This design comes from an exercise in tuning for small area, a short achievable clock period and few clock cycles per item on the open sky130 flow, not from production work. Function was checked by simulation only, so behaviour that the tests miss may differ from the original. The flow treats the clock pin as an ideal source. Dropping or thinning the clock tree relies on that and would not hold on a real chip. Power figures rest on the tool's default switching activity, not on a simulated workload.

== main ==
Design wr_req_merge_top, start of the top module:
module wr_req_merge_top (
  input  wire                                        clk,
  input  wire                                        rst_n,
  input  wire [5-1:0]                    req_en,
  input  wire [5*32-1:0] req_data,
  output logic [5-1:0]                   req_avail_in,
  input  wire                                        avail_out,
  output logic                                       out_en,
  output logic [32-1:0]              out_data
);
Size in the first run: ~1600 cells after synthesis, ~770 flip-flops, roughly 210 I/O pins, roughly 0.028 mm² of cells after synthesis.
export LEC_CHECK = 0
export CAP_MARGIN = 20
export CORE_MARGIN = 2
export CORE_UTILIZATION = 70
export SETUP_SLACK_MARGIN = 3.5
export SLEW_MARGIN = 20
create_clock -name core_clock -period 5.5 [get_ports {clk}]
standard.sh (not shown) runs the stock make flow with config.mk's settings and CLKGATE_MAP_FILE= SYNTH_SCRIPT=/design/flow/synth_recipe.tcl, a recipe that flattens the netlist after the stock synthesis.
==> flow/flow/run.sh <==
#!/bin/bash
set -euo pipefail
here=$(cd "$(dirname "${BASH_SOURCE[0]}")" && pwd)
export CTS_ARGS="-sink_clustering_enable -repair_clock_nets -dont_use_dummy_load -sink_clustering_size 30 -sink_clustering_max_diameter 60 -buf_list sky130_fd_sc_hd__clkbuf_16"
export POST_CTS_TCL="$here/collapse_root.tcl"
bash standard.sh > standard_flow.log 2>&1
==> flow/flow/collapse_root.tcl <==
set block [ord::get_db_block]
set clk_net [[$block findBTerm clk] getNet]
set loads {}
foreach it [$clk_net getITerms] {
  if {[[$it getMTerm] getIoType] eq "INPUT"} { lappend loads $it }
}
if {[llength $loads] == 1} {
  set root [[lindex $loads 0] getInst]
  set root_net ""
  foreach it [$root getITerms] {
    if {[[$it getMTerm] getIoType] eq "OUTPUT"} { set root_net [$it getNet] }
  }
  set outs {}
  foreach it [$root_net getITerms] {
    if {[[$it getMTerm] getIoType] eq "INPUT"} { lappend outs $it }
  }
  if {[string match *clkbuf* [[$root getMaster] getName]] && [llength $outs] <= 4} {
    puts "collapse_root: [$root getName] drove [llength $outs] cells; the clock port drives them now"
    foreach it $outs {
      $it disconnect
      $it connect $clk_net
    }
    odb::dbInst_destroy $root
    odb::dbNet_destroy $root_net
  } else {
    puts "collapse_root: root [$root getName] drives [llength $outs] cells; tree kept"
  }
}
No stage failed in main, and the final checks on the layout all came back clean.
Testbench counts of main, summed over its fixed seeds: cycles 11,987, items 9,752.
#### Input delta (the feature branch over main)
- CTS_BUF_LIST newly set to sky130_fd_sc_hd__clkbuf_8 sky130_fd_sc_hd__clkbuf_16
- CTS_CLUSTER_SIZE newly set to 30
==> flow/run.sh (new file) <==
#!/bin/bash
# synth_recipe.tcl (not shown) runs the flow's synth.tcl, then flattens the netlist and writes it again
# the make line also repeats each setting of config.mk as NAME=value (left out here)
make -C /OpenROAD-flow-scripts/flow DESIGN_CONFIG=/design/flow/config.mk WORK_HOME=/design/flow/orfs CLKGATE_MAP_FILE= SYNTH_SCRIPT=/design/flow/synth_recipe.tcl finish
removed: flow/flow/run.sh
removed: flow/flow/collapse_root.tcl
removed: flow/standard.sh
### Flow results
main: all stages complete, timing, DRC and antenna checks passed. The feature branch completed end to end with timing, DRC and antenna clean. Compared main against the feature branch; iteration count of the initial detailed-routing pass within noise. Summary of the feature branch over main: layout buffering overhead excluding clock cells has decreased, number of antenna violations at the first check in global routing down 3, multi-input combinational area share has decreased, portion of the clock cycle consumed by the worst path in the final layout now larger. Looking at main and the feature branch, the setup-violating endpoint count in the final report is a wash. A capture point of the critical path of out_en is what main shows, while req_avail_in[2] belongs to the feature branch. Shortest clock period the worst path allows after layout deteriorates in the feature branch relative to main. In the feature branch, the via count of the first global-routing pass came out 5.8% above the value in main. Delta (the feature branch minus main): design area +0.0014 mm²; worst setup slack -0.19 ns.

---

wr_req_merge_top, a different RTL version from the one above (not shown whole).
For scale: about 210 I/O pins, about 0.026 mm^2 of cells after synthesis.
==> flow/config.mk <==
export PLATFORM = sky130hd
export DESIGN_NAME = wr_req_merge_top
export DESIGN_NICKNAME = wr_req_merge_top
export VERILOG_FILES = /design/flow/design.v
export SDC_FILE = /design/flow/constraint.sdc
export NUM_CORES = 4
export LEC_CHECK = 0
export CAP_MARGIN = 20
export CORE_MARGIN = 2
export CORE_UTILIZATION = 70
export SETUP_SLACK_MARGIN = 3.55
export SLEW_MARGIN = 20
==> flow/constraint.sdc <==
create_clock -name core_clock -period 5.5 [get_ports {clk}]
set_input_delay 1.1000 -clock core_clock [delete_from_list [all_inputs] [get_ports {clk}]]
set_output_delay 1.1000 -clock core_clock [all_outputs]
set_load 0.01 [all_outputs]
==> flow/flow/run.sh <==
#!/bin/bash
set -euo pipefail
here=$(cd "$(dirname "${BASH_SOURCE[0]}")" && pwd)
export CTS_ARGS="-sink_clustering_enable -repair_clock_nets -dont_use_dummy_load -sink_clustering_size 30 -sink_clustering_max_diameter 60 -buf_list sky130_fd_sc_hd__clkbuf_16"
export POST_CTS_TCL="$here/collapse_root.tcl"
export BUFFER_PORTS_ARGS="-buffer_cell sky130_fd_sc_hd__buf_1"
bash standard.sh > standard_flow.log 2>&1
==> flow/flow/collapse_root.tcl <==
set block [ord::get_db_block]
set clk_net [[$block findBTerm clk] getNet]
set loads {}
foreach it [$clk_net getITerms] {
  if {[[$it getMTerm] getIoType] eq "INPUT"} { lappend loads $it }
}
if {[llength $loads] == 1} {
  set root [[lindex $loads 0] getInst]
  set root_net ""
  foreach it [$root getITerms] {
    if {[[$it getMTerm] getIoType] eq "OUTPUT"} { set root_net [$it getNet] }
  }
  set outs {}
  foreach it [$root_net getITerms] {
    if {[[$it getMTerm] getIoType] eq "INPUT"} { lappend outs $it }
  }
  if {[string match *clkbuf* [[$root getMaster] getName]] && [llength $outs] <= 4} {
    puts "collapse_root: [$root getName] drove [llength $outs] cells; the clock port drives them now"
    foreach it $outs {
      $it disconnect
      $it connect $clk_net
    }
    odb::dbInst_destroy $root
    odb::dbNet_destroy $root_net
  } else {
    puts "collapse_root: root [$root getName] drives [llength $outs] cells; tree kept"
  }
}
Testbench counts at the start, summed over its fixed seeds: cycles 11,814, items 9,752.
Then changed:
- PLACE_DENSITY: not set -> 0.8
- SETUP_SLACK_MARGIN: 3.55 -> 3.5
Effect:
- The changed run completed without violations
- synthesized area stays the same
- sequential power barely changes
- final area barely changes
- clock-buffer cell count is unchanged
- setup slack degrades by 0.0082 ns
- routed wire length came out higher by 1.2%
- via count rises by 1.1%
- worst hold slack gains 0.0077 ns
- synthesized cell count is unchanged
- die area stays the same

[port drivers added, routing unchanged]
Ports are ideal in the flow. The routed layouts listed here were re-timed in OpenROAD.
Step 1: set_driving_cell puts a clkbuf_16 on clk and a buf_2 on each other input, an assumption about the parent block.
Step 2 moves the port delays by t, midway between the first and last clock arrival at a register: inputs arrive t later, outputs are due t later. That takes back most of the time a late clock gives input paths.
Three values: no drivers, after step 1, after step 2; two values: the first two.
run | t (ns) | setup WS [ns] | slew at the worst register clock pin (ns) | worst data-port slew with drivers (ns) | pins driven straight from the clock port
main | 0.498 | 3.472 / 3.354 / 3.155 | 0.11 / 0.11 | 0.12 | 4
the feature branch | 0.657 | 3.280 / 3.221 / 3.030 | 0.07 / 0.07 | 0.12 | 1
the first run of note 2 | 0.483 | 3.518 / 3.401 / 3.179 | 0.10 / 0.10 | 0.12 | 4
the second run of note 2 | 0.483 | 3.510 / 3.406 / 3.152 | 0.11 / 0.11 | 0.10 | 4
After both steps every run listed still meets setup and hold. The setup slack of the second run of note 2, which loses most, moves by -0.104 ns with the drivers and by -0.358 ns with both steps.
